This design comes from an exercise in tuning for small area on the open sky130 flow, not from production work.
The RTL was checked by simulation tests, not by an equivalence proof against the original design.
Power is estimated from default activity; no workload was simulated. The flow treats the clock pin as an ideal source, which a real chip does not have.

west:
==> flow/design.v <==
`timescale 1ns/1ps
module uart_axil_bridge_top #(
    parameter int N_BANKS       = 4,
    parameter int REGS_PER_BANK = 8,
    parameter int CLKS_PER_BIT  = 8
) (
    input  logic aclk,
    input  logic aresetn,
    input  logic rxd,
    output logic txd
);
    localparam logic [3:0] ST_START = 4'd15;
    localparam logic [3:0] ST_STOP  = 4'd8;
    localparam logic [3:0] ST_PEND  = 4'd10;    
    localparam logic [3:0] ST_ACT   = 4'd11;    
    localparam logic [3:0] ST_CLR   = 4'd12;    
    localparam logic [3:0] ST_IDLE  = 4'd14;
    logic [1:0]   sync;
    logic [6:0]   t;
    logic [7:0]   f [8];
    logic [127:0] g [8];
    logic         rx_busy;
    logic [2:0]   rx_bit;
    logic [3:0]   rx_byte;
    logic         rb;
    logic         cand_wr;        
    logic         op_ok;          
    logic         err;            
    logic [2:0]   lane;           
    logic [3:0]   st;
    logic [3:0]   tx_by;
    logic         nb;
    logic         ph0;
    logic         clr;
    logic         pend;
    logic         act;
    logic         rx_wr;
    logic         rx_last;
    logic         ftap;
    logic         fresh;
    logic         txv;
    logic [1:0]   w;
    logic         gout;
    logic         wbit;
    logic         cbit;
    logic         win0;
    logic         g_wr;
    logic         f_cp;
    logic         in_set;
    assign ph0     = t[2:0] == 3'd0;
    assign clr     = st == ST_CLR;
    assign pend    = st == ST_PEND;
    assign act     = st == ST_ACT;
    assign rx_wr   = !rx_byte[3] && t[2:0] == rx_bit;
    assign rx_last = rx_wr && rx_byte[2:0] == 3'd7 && rx_bit == 3'd7;
    always_comb
    begin
        case (rx_byte[2:0])
            3'd0:    in_set = rx_bit >= 3'd5;
            3'd1:    in_set = rx_bit >= 3'd2;
            3'd2,
            3'd3:    in_set = 1'b1;
            default: in_set = 1'b0;
        endcase
    end
    assign w    = {f[0][4], f[0][3]};
    assign gout = g[lane][0];
    assign wbit = f[{1'b1, t[4:3]}][0];
    assign cbit = gout && !err;
    assign win0 = pend && t[4:0] == 5'd31 && t[6:5] == w;
    assign g_wr = act && cand_wr && !err;
    assign f_cp = act && !cand_wr;
    assign ftap  = f[tx_by[2:0]][0];
    assign fresh = (t[2:0] == st[2:0]) ? ftap : nb;
    always_comb
    begin
        if (st[3])
        begin
            txv = st != ST_START;
        end
        else if (tx_by[3])
        begin
            txv = !st[2] ? err : (st[1:0] == 2'd0) ? !cand_wr : !txd;
        end
        else
        begin
            txv = fresh;
        end
    end
    always_ff @(posedge aclk)
    begin
        sync <= {sync[0], rxd};
        if (!aresetn)
        begin
            t       <= 7'd1;
            rx_busy <= 1'b0;
            rx_bit  <= 3'd7;
            rx_byte <= 4'd14;
            st      <= ST_CLR;
            txd     <= 1'b1;
        end
        else
        begin
            t <= t + 1'b1;
            if (ph0)
            begin
                if (!rx_busy)
                begin
                    rx_busy <= !sync[1];
                end
                else
                begin
                    rx_bit <= rx_bit + 1'b1;
                    if (rx_bit == 3'd6)
                    begin
                        rx_busy <= 1'b0;
                    end
                    if (rx_bit == 3'd7)
                    begin
                        rx_byte <= rx_byte + 1'b1;
                    end
                end
                txd <= txv;
            end
            if (rx_last)
            begin
                rx_byte <= 4'd14;
            end
            case (st)
                ST_STOP:
                begin
                    if (ph0) st <= (tx_by == 4'd7) ? ST_IDLE : ST_START;
                end
                ST_PEND:
                begin
                    if (win0) st <= ST_ACT;
                end
                ST_ACT:
                begin
                    if (t[4:0] == 5'd31) st <= ST_START;
                end
                ST_CLR:
                begin
                    if (t == 7'd0) st <= ST_IDLE;
                end
                ST_START, 4'd0, 4'd1, 4'd2, 4'd3, 4'd4, 4'd5, 4'd6, 4'd7:
                begin
                    if (ph0) st <= st + 1'b1;
                end
                default:
                begin
                    if (rx_last && op_ok) st <= ST_PEND;
                end
            endcase
        end
    end
    always_ff @(posedge aclk)
    begin
        if (ph0 && rx_busy)
        begin
            rb <= sync[1];
        end
        if (rx_wr)
        begin
            if (rx_byte[2:0] == 3'd0 && rx_bit == 3'd0)
            begin
                err <= 1'b0;
            end
            else if (rb && in_set)
            begin
                err <= 1'b1;
            end
        end
        if (win0)
        begin
            lane <= {f[1][2], f[1][1], f[0][5]};
        end
        if (rx_byte == 4'd15 && t[2:0] == rx_bit && rx_bit[2])
        begin
            case (rx_bit[1:0])
                2'd0: begin cand_wr <= !rb; op_ok <= 1'b1; end
                2'd1, 2'd3: op_ok <= op_ok && (rb == cand_wr);
                default: op_ok <= op_ok && (rb != cand_wr);
            endcase
        end
        if (act && t[4:0] == 5'd31)
        begin
            tx_by <= 4'd15;
        end
        else if (ph0 && st == ST_STOP)
        begin
            tx_by <= tx_by + 1'b1;
        end
        nb <= fresh;
    end
    always_ff @(posedge aclk)
    begin
        for (int b = 0; b < 8; b++)
        begin
            if (rx_wr && rx_byte[2:0] == 3'(b))
            begin
                f[b] <= {rb, f[b][7:1]};
            end
            else if (f_cp && b >= 4 && t[4:3] == 2'(b - 4))
            begin
                f[b] <= {cbit, f[b][7:1]};
            end
            else
            begin
                f[b] <= {f[b][0], f[b][7:1]};
            end
        end
    end
    always_ff @(posedge aclk)
    begin
        for (int l = 0; l < 8; l++)
        begin
            g[l] <= {clr ? 1'b0 : (g_wr && lane == 3'(l)) ? wbit : g[l][0], g[l][127:1]};
        end
    end
endmodule
export LEC_CHECK = 0
export CAP_MARGIN = 20
export CORE_MARGIN = 2
export CORE_UTILIZATION = 65
export PLACE_DENSITY = 0.75
export SLEW_MARGIN = 20
create_clock -name core_clock -period 5.0 [get_ports {aclk}]
standard.sh (not shown) runs the stock make flow with config.mk's settings and CLKGATE_MAP_FILE= SYNTH_SCRIPT=/design/flow/synth_recipe.tcl, a recipe that flattens the netlist after the stock synthesis.
==> flow/flow/run.sh <==
#!/bin/bash
# The standard ORFS layout (standard.sh) with three changes:
# - synthesis maps the combinational logic for area (flow/mysynth.tcl) and
#   leaves adders to abc instead of half/full adder cells;
# - clock tree synthesis inserts no dummy loads.
# All of make's output goes to make_finish.log; ORFS keeps each step's log
# under orfs/logs/.
set -euo pipefail
export FLOW_WORK="$PWD"
bash standard.sh ADDER_MAP_FILE= SYNTH_SCRIPT="$PWD/flow/mysynth.tcl" \
    CTS_ARGS="-sink_clustering_enable -repair_clock_nets -sink_clustering_size 34 -sink_clustering_max_diameter 100 -dont_use_dummy_load" \
    finish > make_finish.log 2>&1
==> flow/flow/mysynth.tcl <==
# synth_recipe.tcl (the standard synthesis) with only the technology mapping of
# the combinational logic changed: abc runs an area-oriented script instead of
# ORFS's delay-oriented one. Flip-flops are mapped before abc runs, so the
# registers, their names and their cells are the standard synthesis's.
proc abc {args} {
  set out {}
  set i 0
  while {$i < [llength $args]} {
    set a [lindex $args $i]
    if {$a eq "-script" || $a eq "-constr" || $a eq "-D"} {
      incr i 2
      continue
    }
    lappend out $a
    incr i
  }
  yosys abc {*}$out -script "+strash;&get,-n;&st;&syn2;&dch,-f;&nf,-R,1000;&put;"
}
source $::env(FLOW_WORK)/synth_recipe.tcl
The inputs of north differ from those of west as listed below.
- CTS_CLUSTER_SIZE now 34, previously not set
- CTS_CLUSTER_DIAMETER now 80, previously not set
- PLACE_DENSITY no longer set, was 0.75
- CORE_UTILIZATION now 40, was 65
--- a/flow/flow/run.sh
+++ b/flow/flow/run.sh
@@ -10,3 +10,3 @@
 bash standard.sh ADDER_MAP_FILE= SYNTH_SCRIPT="$PWD/flow/mysynth.tcl" \
-    CTS_ARGS="-sink_clustering_enable -repair_clock_nets -sink_clustering_size 34 -sink_clustering_max_diameter 100 -dont_use_dummy_load" \
+    CTS_ARGS="-sink_clustering_enable -repair_clock_nets -sink_clustering_size 34 -sink_clustering_max_diameter 80 -dont_use_dummy_load" \
     finish > make_finish.log 2>&1
Results
west reports its layer with the highest usage after global routing as met2 while north reports met1. north packs its core looser than west. Die area: north worse than west. Slowest cell on the critical path = sky130_fd_sc_hd__dfxtp_1: west; slowest cell on the critical path = sky130_fd_sc_hd__nor3b_1: north. Diff west -> north: switching fraction of total power went down by 0.29 points; first-pass GRT wire length went down by about 10%.

==> static timing again, ports no longer ideal <==
In the flow no input, the clock included, has a driving cell. The finished layouts below were timed again as built, in two steps.
Step 1 (the two cells are an assumption about what drives the block):
set clk [get_ports {aclk}]
set_driving_cell -lib_cell sky130_fd_sc_hd__clkbuf_16 $clk
set_driving_cell -lib_cell sky130_fd_sc_hd__buf_2 [delete_from_list [all_inputs] $clk]
Step 2 moves the port delays by t, midway between the first and last clock arrival at a register: inputs arrive t later, outputs are due t later. That takes back most of the time a late clock gives input paths.
Slacks: ideal / step 1 / step 2; pairs: ideal / step 1.
run | shift t [ns] | setup slack, ns | worst data-port slew with drivers (ns)
west | 0.601 | 2.054 / 2.054 / 2.054 | 0.04
north | 0.597 | 1.884 / 1.884 / 1.884 | 0.04
After both steps setup and hold are still met in every run listed.
